This design comes from an exercise in tuning for small area and a short achievable clock period on the open sky130 flow, not from production work. Power figures rest on the tool's default switching activity, not on a simulated workload.

==> flow/design.v (excerpt) <==
module book_top #(
  parameter int ENTRIES_N = book_cfg_pkg::DEF_ENTRIES_N,
  parameter bit IS_BID = book_cfg_pkg::DEF_IS_BID
) (
  input  logic                     i_clk,
  input  logic                     i_rst_n,
  input  logic                     i_cmd_vld,
  input  book_types_pkg::cmd_t                     i_cmd,
  input  book_types_pkg::key_t                     i_key,
  input  book_types_pkg::volume_t                  i_volume,
  output logic [ENTRIES_N-1:0]     o_vld,
  output book_types_pkg::key_t [ENTRIES_N-1:0]     o_keys,
  output book_types_pkg::volume_t [ENTRIES_N-1:0]  o_volumes,
  output book_types_pkg::listsize_t                o_listsize,
  output logic                     o_notify_vld,
  output book_types_pkg::key_t                     o_notify_key,
  output book_types_pkg::volume_t                  o_notify_volume
);
==> flow/config.mk <==
export PLATFORM = sky130hd
export DESIGN_NAME = book_top
export DESIGN_NICKNAME = book_top
export VERILOG_FILES = /design/flow/design.v
export SDC_FILE = /design/flow/constraint.sdc
export NUM_CORES = 4
export LEC_CHECK = 0
export CAP_MARGIN = 20
export CORE_MARGIN = 2
export CORE_UTILIZATION = 40
export CTS_BUF_LIST = sky130_fd_sc_hd__clkbuf_8
export CTS_CLUSTER_DIAMETER = 50
export CTS_CLUSTER_SIZE = 16
export SETUP_SLACK_MARGIN = 2.0
export SLEW_MARGIN = 20
export SYNTH_HIERARCHICAL = 1
export TNS_END_PERCENT = 10
==> flow/constraint.sdc <==
create_clock -name core_clock -period 5.5 [get_ports {i_clk}]
set_input_delay 1.1000 -clock core_clock [delete_from_list [all_inputs] [get_ports {i_clk}]]
set_output_delay 1.1000 -clock core_clock [all_outputs]
set_load 0.01 [all_outputs]
standard.sh (not shown) runs the stock make flow with config.mk's settings and CLKGATE_MAP_FILE= SYNTH_SCRIPT=/design/flow/synth_recipe.tcl, a recipe that flattens the netlist after the stock synthesis.
==> flow/flow/run.sh <==
#!/bin/bash
# Standard layout, with the smallest buffer on every input and output port
set -e
export BUFFER_PORTS_ARGS="-buffer_cell sky130_fd_sc_hd__buf_1"
bash standard.sh > standard.log 2>&1
Rerun with:
--- a/flow/design.v
+++ b/flow/design.v
@@ -158,16 +158,19 @@
   assign y = a & b & c & d;
 endmodule
 module book_g_a21oi (input logic a1, input logic a2, input logic b, output logic y);
   assign y = ~((a1 & a2) | b);
 endmodule
 module book_g_a211oi (input logic a1, input logic a2, input logic b, input logic c, output logic y);
   assign y = ~((a1 & a2) | b | c);
 endmodule
+module book_g_o21ai (input logic a1, input logic a2, input logic b, output logic y);
+  assign y = ~((a1 | a2) & b);
+endmodule
 module book_g_a21o (input logic a1, input logic a2, input logic b, output logic y);
   assign y = (a1 & a2) | b;
 endmodule
 module book_g_a221oi (input logic a1, input logic a2, input logic b1, input logic b2, input logic c,
                       output logic y);
   assign y = ~((a1 & a2) | (b1 & b2) | c);
 endmodule
 module book_g_a221o (input logic a1, input logic a2, input logic b1, input logic b2, input logic c,
@@ -235,25 +238,25 @@
   assign vld_n = ~o_vld;
   book_types_pkg::key_t key_n;
   assign key_n = ~i_key;
   logic [N-1:0] dv_n, rv_n;
   assign dv_n = ~({N{op_del}} & o_vld);
   assign rv_n = ~({N{op_rep}} & o_vld);
   logic [N-1:0] rv;
   assign rv = {N{op_rep}} & o_vld;
-  logic [N-1:0] gt_n, eq, keep, keep_n, dm, r_rep;
+  logic [N-1:0] gt_n, eq, ge, keep, keep_n, dm, r_rep;
   logic [1:0] eq8_n [N];
   for (genvar i = 0; i < N; i++) begin : g_cmp
     book_match u_cmp (.i_key_stored(o_keys[i]), .i_key_n(key_n),
                       .o_gt_n(gt_n[i]), .o_eq8_n(eq8_n[i]));
     book_g_a221oi u_keep   (.a1(gt_n[i]), .a2(eq8_n[i][0]), .b1(gt_n[i]), .b2(eq8_n[i][1]),
                             .c(vld_n[i]), .y(keep[i]));
-    book_g_a221o  u_keep_n (.a1(gt_n[i]), .a2(eq8_n[i][0]), .b1(gt_n[i]), .b2(eq8_n[i][1]),
-                            .c(vld_n[i]), .y(keep_n[i]));
+    book_g_o21ai  u_ge     (.a1(eq8_n[i][0]), .a2(eq8_n[i][1]), .b(gt_n[i]), .y(ge[i]));
+    book_g_nand2  u_keep_n (.a(o_vld[i]), .b(ge[i]), .y(keep_n[i]));
     book_g_nor2   u_eq  (.a(eq8_n[i][0]), .b(eq8_n[i][1]), .y(eq[i]));
     book_g_nor3   u_dm  (.a(dv_n[i]), .b(eq8_n[i][0]), .c(eq8_n[i][1]), .y(dm[i]));
     book_g_nor3   u_rep (.a(rv_n[i]), .b(eq8_n[i][0]), .c(eq8_n[i][1]), .y(r_rep[i]));
   end
   logic [N-1:0] pn, sel_dn_k, sel_dn_v;
   logic [3:0] gn;
   for (genvar g = 0; g < 4; g++) begin : g_grp
     book_g_inv  u_p0 (.a(dm[4*g]), .y(pn[4*g]));
@@ -277,40 +280,42 @@
       end
       if (c == 0) begin : g_k
         assign sel_dn_k[i] = s;
       end else begin : g_v
         assign sel_dn_v[i] = s;
       end
     end
   end
-  logic [N-1:0] sel_ins, sel_vol, sel_up_k, sel_up_v, mv, hold_k, hold_v;
+  logic [N-1:0] sel_ins, sel_ins2, sel_vol, sel_up_k, sel_up_v, mv, hold_k, hold_v;
   for (genvar i = 0; i < N; i++) begin : g_sel
     book_g_nor2 u_mv (.a(add_n), .b(keep[i]), .y(mv[i]));
     if (i == 0) begin : g_head
       assign sel_ins[i] = mv[i];
+      assign sel_ins2[i] = mv[i];
       assign sel_up_k[i] = 1'b0;
       assign sel_up_v[i] = 1'b0;
       assign sel_vol[i] = mv[i] | r_rep[i];
     end else begin : g_rest
-      book_g_nor3 u_ins (.a(add_n), .b(keep_n[i-1]), .c(keep[i]), .y(sel_ins[i]));
+      book_g_nor3 u_ins  (.a(add_n), .b(keep_n[i-1]), .c(keep[i]), .y(sel_ins[i]));
+      book_g_nor3 u_ins2 (.a(add_n), .b(keep_n[i-1]), .c(keep[i]), .y(sel_ins2[i]));
       book_g_nor2 u_up_k (.a(add_n), .b(keep[i-1]), .y(sel_up_k[i]));
       book_g_nor2 u_up_v (.a(add_n), .b(keep[i-1]), .y(sel_up_v[i]));
       book_g_a32o u_vol (.a1(op_add), .a2(keep[i-1]), .a3(keep_n[i]), .b1(rv[i]), .b2(eq[i]),
                          .y(sel_vol[i]));
     end
     book_g_a21oi  u_hold_k (.a1(op_add), .a2(keep_n[i]), .b(sel_dn_k[i]), .y(hold_k[i]));
     book_g_a211oi u_hold_v (.a1(op_add), .a2(keep_n[i]), .b(sel_dn_v[i]), .c(r_rep[i]), .y(hold_v[i]));
   end
   book_types_pkg::key_t    [N-1:0] keys_nxt;
   book_types_pkg::volume_t [N-1:0] vols_nxt;
   for (genvar i = 0; i < N; i++) begin : g_ent
     for (genvar b = 0; b < 16; b++) begin : g_bit
       book_entry_mux #(.HAS_UP(i != 0), .HAS_DN(i != N-1)) u_kmux (
-        .i_sel_ins(sel_ins[i]), .i_sel_up(sel_up_k[i]), .i_sel_dn(sel_dn_k[i]), .i_sel_hold(hold_k[i]),
+        .i_sel_ins((b < 8) ? sel_ins[i] : sel_ins2[i]), .i_sel_up(sel_up_k[i]), .i_sel_dn(sel_dn_k[i]), .i_sel_hold(hold_k[i]),
         .i_ins(i_key[b]), .i_up(o_keys[(i == 0) ? 0 : i-1][b]),
         .i_dn(o_keys[(i == N-1) ? i : i+1][b]), .i_hold(o_keys[i][b]),
         .o_nxt(keys_nxt[i][b]));
       book_entry_mux #(.HAS_UP(i != 0), .HAS_DN(i != N-1)) u_vmux (
         .i_sel_ins(sel_vol[i]), .i_sel_up(sel_up_v[i]), .i_sel_dn(sel_dn_v[i]), .i_sel_hold(hold_v[i]),
         .i_ins(i_volume[b]), .i_up(o_volumes[(i == 0) ? 0 : i-1][b]),
         .i_dn(o_volumes[(i == N-1) ? i : i+1][b]), .i_hold(o_volumes[i][b]),
         .o_nxt(vols_nxt[i][b]));
Effect: Cell area stays flat. Total power grows by about a fifth. Count of clock-buffer cells in the layout grows by 3. Worst setup slack gains 0.063 ns. Area after synthesis grows slightly. Routed wire length grows slightly. Sequential cell count is unchanged. Utilization shrinks by 0.15 points. Sequential power grows by about a fifth. Synthesized cell count grows slightly. Clock power grows by a few percent. Die area grows slightly. Clock skew grows by 0.0055 ns. Via count is about the same.
No functional check of the RTL was part of any run of this note.

port drivers added, routing unchanged:
Ports are ideal in the flow. The routed layouts listed here were re-timed in OpenROAD. Step 1 sets driving cells, clkbuf_16 on the clock port and buf_2 on the other inputs (assumed; they add their load-dependent delay and slew). Step 2, shift: input delay + t, output delay - t, t = (earliest + latest rising clock arrival at the registers) / 2. This alone moves slack from input paths to output paths. a / b / c = ideal / step 1 / step 2; a / b = the first two.
run | shift t [ns] | setup slack, ns | slew at the worst register clock pin (ns)
the first run | 0.762 | 1.887 / 1.818 / 1.194 | 0.10 / 0.10
the second run | 0.758 | 1.951 / 1.887 / 1.308 | 0.11 / 0.11
After both steps setup and hold are still met in every run listed. The setup slack of the first run, which loses most, moves by -0.069 ns with the drivers and by -0.693 ns with both steps.
